From an optimization exercise on the open Yosys and OpenROAD flow, aimed at small area and a short achievable clock period; shortcuts taken in it are not production practice. RTL that was checked went through simulation tests only; none was proved equivalent to the original. Power is estimated from default activity; no workload was simulated. The clock port is modelled as an ideal driver; clocking choices that lean on that would not hold on a real chip.

yarrow:
// strawman_rx_fsm
module strawman_rx_fsm #(
  parameter int DATA_LINE_WIDTH = 40,
  parameter int WORD_SIZE       = 32,
  parameter int TIMEOUT_CYCLES  = 64
) (
  input  logic                       clk,
  input  logic                       rst,
  input  logic [DATA_LINE_WIDTH-1:0] i_flit,
  input  logic                       i_flit_valid,
  output logic [1075:0]              o_protocol_bus,
  output logic                       o_valid,
  input  logic                       i_ready,
  output logic                       o_err,
  output logic                       o_overflow,
  output logic                       o_busy
);
Size: roughly 1100 I/O pins, roughly 0.066 mm^2 of cells after synthesis.
==> module strawman_rx_fsm, before the edit <==
module strawman_rx_fsm #(
  parameter int DATA_LINE_WIDTH = 40,
  parameter int WORD_SIZE       = 32,
  parameter int TIMEOUT_CYCLES  = 64
) (
  input  logic                       clk,
  input  logic                       rst,
  input  logic [DATA_LINE_WIDTH-1:0] i_flit,
  input  logic                       i_flit_valid,
  output logic [1075:0]              o_protocol_bus,
  output logic                       o_valid,
  input  logic                       i_ready,
  output logic                       o_err,
  output logic                       o_overflow,
  output logic                       o_busy
);
  if (DATA_LINE_WIDTH != 40 || WORD_SIZE != 32 || TIMEOUT_CYCLES < 1) begin : g_bad_cfg
    $error("strawman_rx_fsm: unsupported parameter set");
  end
  logic r_ex, r_dat, r_done, r_busy;
  logic r_valid, r_err, r_ovf;
  logic        rx_mode;
  logic [2:0]  rx_cmd, rx_len;
  logic        rx_azero;           
  logic [31:0] rx_addr;
  logic [5:0]  rx_f1, rx_f2;
  logic [1023:0] rx_data;
  logic [4:0]  r_cnt;
  logic        ob_mode;
  logic [2:0]  ob_cmd, ob_len;
  logic [31:0] ob_addr;
  logic [5:0]  ob_f1, ob_f2;
  logic [1023:0] ob_data;
  logic w_hdr, w_bad, w_good, w_last, w_dwe, w_exwe, w_load, w_hold;
  logic [2:0] h_cmd, h_len;
  logic h_mode;
  assign h_mode = i_flit[0];
  assign h_cmd  = i_flit[4:2];
  assign h_len  = i_flit[7:5];
  assign w_hdr  = !r_busy && i_flit_valid && i_flit[1];
  assign w_bad  = h_cmd > 3'd2 || h_len > 3'd5;
  assign w_good = w_hdr && !w_bad;
  assign w_last = r_cnt == 5'((6'd1 << rx_len) - 6'd1);
  assign w_dwe  = r_dat && i_flit_valid;
  assign w_exwe = r_ex && i_flit_valid;
  assign w_load = r_done && (!r_valid || i_ready);
  assign w_hold = r_valid && !i_ready;
  always_ff @(posedge clk) begin
    if (rst) begin
      r_ex    <= 1'b0;
      r_dat   <= 1'b0;
      r_done  <= 1'b0;
      r_busy  <= 1'b0;
      r_valid <= 1'b0;
      r_err   <= 1'b0;
      r_ovf   <= 1'b0;
    end else begin
      r_ex    <= w_good ? (h_mode && h_cmd != 3'd2) : (r_ex && !i_flit_valid);
      r_dat   <= w_good ? (h_cmd != 3'd0 && !(h_mode && h_cmd != 3'd2)) :
                 w_exwe ? (rx_cmd != 3'd0) : (r_dat && !(i_flit_valid && w_last));
      r_done  <= w_good ? (!h_mode && h_cmd == 3'd0) :
                 (w_exwe && rx_cmd == 3'd0) || (w_dwe && w_last);
      r_busy  <= w_good || (r_busy && !r_done);
      r_valid <= w_load || w_hold;
      r_err   <= w_hdr && w_bad;
      if (r_done && !w_load) r_ovf <= 1'b1;
    end
  end
  always_ff @(posedge clk) begin
    if (w_good) begin
      rx_mode  <= h_mode;
      rx_cmd   <= h_cmd;
      rx_len   <= h_len;
      rx_azero <= h_mode || h_cmd == 3'd2;
      rx_f1    <= i_flit[13:8];
      rx_f2    <= i_flit[19:14];
      rx_addr  <= i_flit[39:8];
      r_cnt    <= 5'd0;
    end else begin
      if (w_exwe) begin
        rx_addr  <= i_flit[31:0];
        rx_azero <= 1'b0;
      end
      if (w_dwe) r_cnt <= r_cnt + 5'd1;
    end
  end
  for (genvar k = 0; k < 32; k++) begin : g_word
    logic w_sel, w_we;
    assign w_sel = r_dat && r_cnt == 5'(k);
    assign w_we  = w_sel && i_flit_valid;
    always_ff @(posedge clk)
      rx_data[32*k +: 32] <= (i_flit[31:0] & {32{w_we}}) | (rx_data[32*k +: 32] & {32{r_dat}});
  end
  always_ff @(posedge clk) begin
    ob_mode <= (rx_mode & w_load) | (ob_mode & w_hold);
    ob_cmd  <= (rx_cmd & {3{w_load}}) | (ob_cmd & {3{w_hold}});
    ob_len  <= (rx_len & {3{w_load}}) | (ob_len & {3{w_hold}});
    ob_addr <= (rx_addr & {32{w_load && !rx_azero}}) | (ob_addr & {32{w_hold}});
    ob_f1   <= (rx_f1 & {6{w_load && rx_mode}}) | (ob_f1 & {6{w_hold}});
    ob_f2   <= (rx_f2 & {6{w_load && rx_mode}}) | (ob_f2 & {6{w_hold}});
    ob_data <= (rx_data & {1024{w_load}}) | (ob_data & {1024{w_hold}});
  end
  assign o_protocol_bus = {ob_f2, ob_f1, ob_data, ob_addr, ob_len, ob_cmd, 1'b1, ob_mode};
  assign o_valid    = r_valid;
  assign o_err      = r_err;
  assign o_overflow = r_ovf;
  assign o_busy     = r_busy;
endmodule
Settings: LEC_CHECK=0, CAP_MARGIN=20, CORE_MARGIN=2, CORE_UTILIZATION=40, SETUP_SLACK_MARGIN=2.7, SLEW_MARGIN=20; clock period 5.0 ns.
standard.sh (not shown) runs the stock make flow with config.mk's settings and CLKGATE_MAP_FILE= SYNTH_SCRIPT=/design/flow/synth_recipe.tcl, a recipe that flattens the netlist after the stock synthesis.
==> flow/flow/run.sh <==
#!/bin/bash
cp standard.sh standard.sh.txt
export BUFFER_PORTS_ARGS="-buffer_cell sky130_fd_sc_hd__buf_2"
export CTS_ARGS="-sink_clustering_enable -repair_clock_nets -sink_clustering_size 30 -sink_clustering_max_diameter 120 -dont_use_dummy_load"
bash standard.sh > standard.log 2>&1
yarrow ran to completion and came out clean on the timing, DRC and antenna checks.
Relative to yarrow, the following input files were edited for amber:
--- a/flow/design.v
+++ b/flow/design.v
@@ -24,9 +24,9 @@
   logic        rx_azero;           
   logic [31:0] rx_addr;
   logic [5:0]  rx_f1, rx_f2;
   logic [1023:0] rx_data;
-  logic [4:0]  r_cnt;
+  logic [31:0] r_sel;             
   logic        ob_mode;
   logic [2:0]  ob_cmd, ob_len;
   logic [31:0] ob_addr;
   logic [5:0]  ob_f1, ob_f2;
@@ -39,9 +39,18 @@
   assign h_len  = i_flit[7:5];
   assign w_hdr  = !r_busy && i_flit_valid && i_flit[1];
   assign w_bad  = h_cmd > 3'd2 || h_len > 3'd5;
   assign w_good = w_hdr && !w_bad;
-  assign w_last = r_cnt == 5'((6'd1 << rx_len) - 6'd1);
+  always_comb begin
+    case (rx_len)
+      3'd0:    w_last = r_sel[0];
+      3'd1:    w_last = r_sel[1];
+      3'd2:    w_last = r_sel[3];
+      3'd3:    w_last = r_sel[7];
+      3'd4:    w_last = r_sel[15];
+      default: w_last = r_sel[31];
+    endcase
+  end
   assign w_dwe  = r_dat && i_flit_valid;
   assign w_exwe = r_ex && i_flit_valid;
   assign w_load = r_done && (!r_valid || i_ready);
   assign w_hold = r_valid && !i_ready;
@@ -66,28 +75,28 @@
       if (r_done && !w_load) r_ovf <= 1'b1;
     end
   end
   always_ff @(posedge clk) begin
-    if (w_good) begin
+    if (!r_busy) begin
       rx_mode  <= h_mode;
       rx_cmd   <= h_cmd;
       rx_len   <= h_len;
       rx_azero <= h_mode || h_cmd == 3'd2;
       rx_f1    <= i_flit[13:8];
       rx_f2    <= i_flit[19:14];
       rx_addr  <= i_flit[39:8];
-      r_cnt    <= 5'd0;
+      r_sel    <= 32'h1;
     end else begin
       if (w_exwe) begin
         rx_addr  <= i_flit[31:0];
         rx_azero <= 1'b0;
       end
-      if (w_dwe) r_cnt <= r_cnt + 5'd1;
+      if (w_dwe) r_sel <= {r_sel[30:0], 1'b0};
     end
   end
   for (genvar k = 0; k < 32; k++) begin : g_word
     logic w_sel, w_we;
-    assign w_sel = r_dat && r_cnt == 5'(k);
+    assign w_sel = r_dat && r_sel[k];
     assign w_we  = w_sel && i_flit_valid;
     always_ff @(posedge clk)
       rx_data[32*k +: 32] <= (i_flit[31:0] & {32{w_we}}) | (rx_data[32*k +: 32] & {32{r_dat}});
   end
[summary]
[compare] base=yarrow new=amber: via count now sits lower, clock buffer count in the final layout now sits higher, final net count now sits lower. Summary of amber over yarrow: total wirelength of the detailed-routed design decreased about 1.6%, multi-input gate share of the layout cell area went down by 0.16 points. The global-route usage in amber was lower than what yarrow gave. For yarrow, the standard cell with the maximum stage delay on the critical path was dfxtp_4, unlike amber, where it was and3_2. Taking yarrow as the reference point, the worst max-slew margin expressed relative to the limit of amber rises by 1.9 points. amber completed every stage of the flow, and the final layout passed the timing, DRC and antenna checks. Compared with yarrow, power after layout in amber increased slightly.
The RTL of amber was laid out without a check of its function.

-- separate check: timing with driven ports --
The flow's constraints put no driver on any port. The routed layouts listed below were extracted and timed again, unchanged, in two steps.
Step 1 assumes that a clkbuf_16 drives the clock port and a buf_2 every other input.
Step 2 adds t to the input delays and takes it off the output delays; t is the mean of the earliest and latest rising clock arrival at the registers after step 1. Input paths then give back, and output paths get back, about the clock's delay inside the block.
Slacks: ideal / step 1 / step 2; pairs: ideal / step 1.
| run | t, ns | setup WS [ns] | slew at the worst register clock pin (ns) | worst data-port slew with drivers (ns) | pins driven straight from the clock port |
|---|---|---|---|---|---|
| yarrow | 0.781 | 2.615 / 2.615 / 1.886 | 0.12 / 0.12 | 0.26 | 1 |
| amber | 0.762 | 2.646 / 2.630 / 1.868 | 0.12 / 0.12 | 0.12 | 1 |
After both steps every run listed still meets setup and hold. The setup slack of amber, which loses most, moves by -0.016 ns with the drivers and by -0.778 ns with both steps.
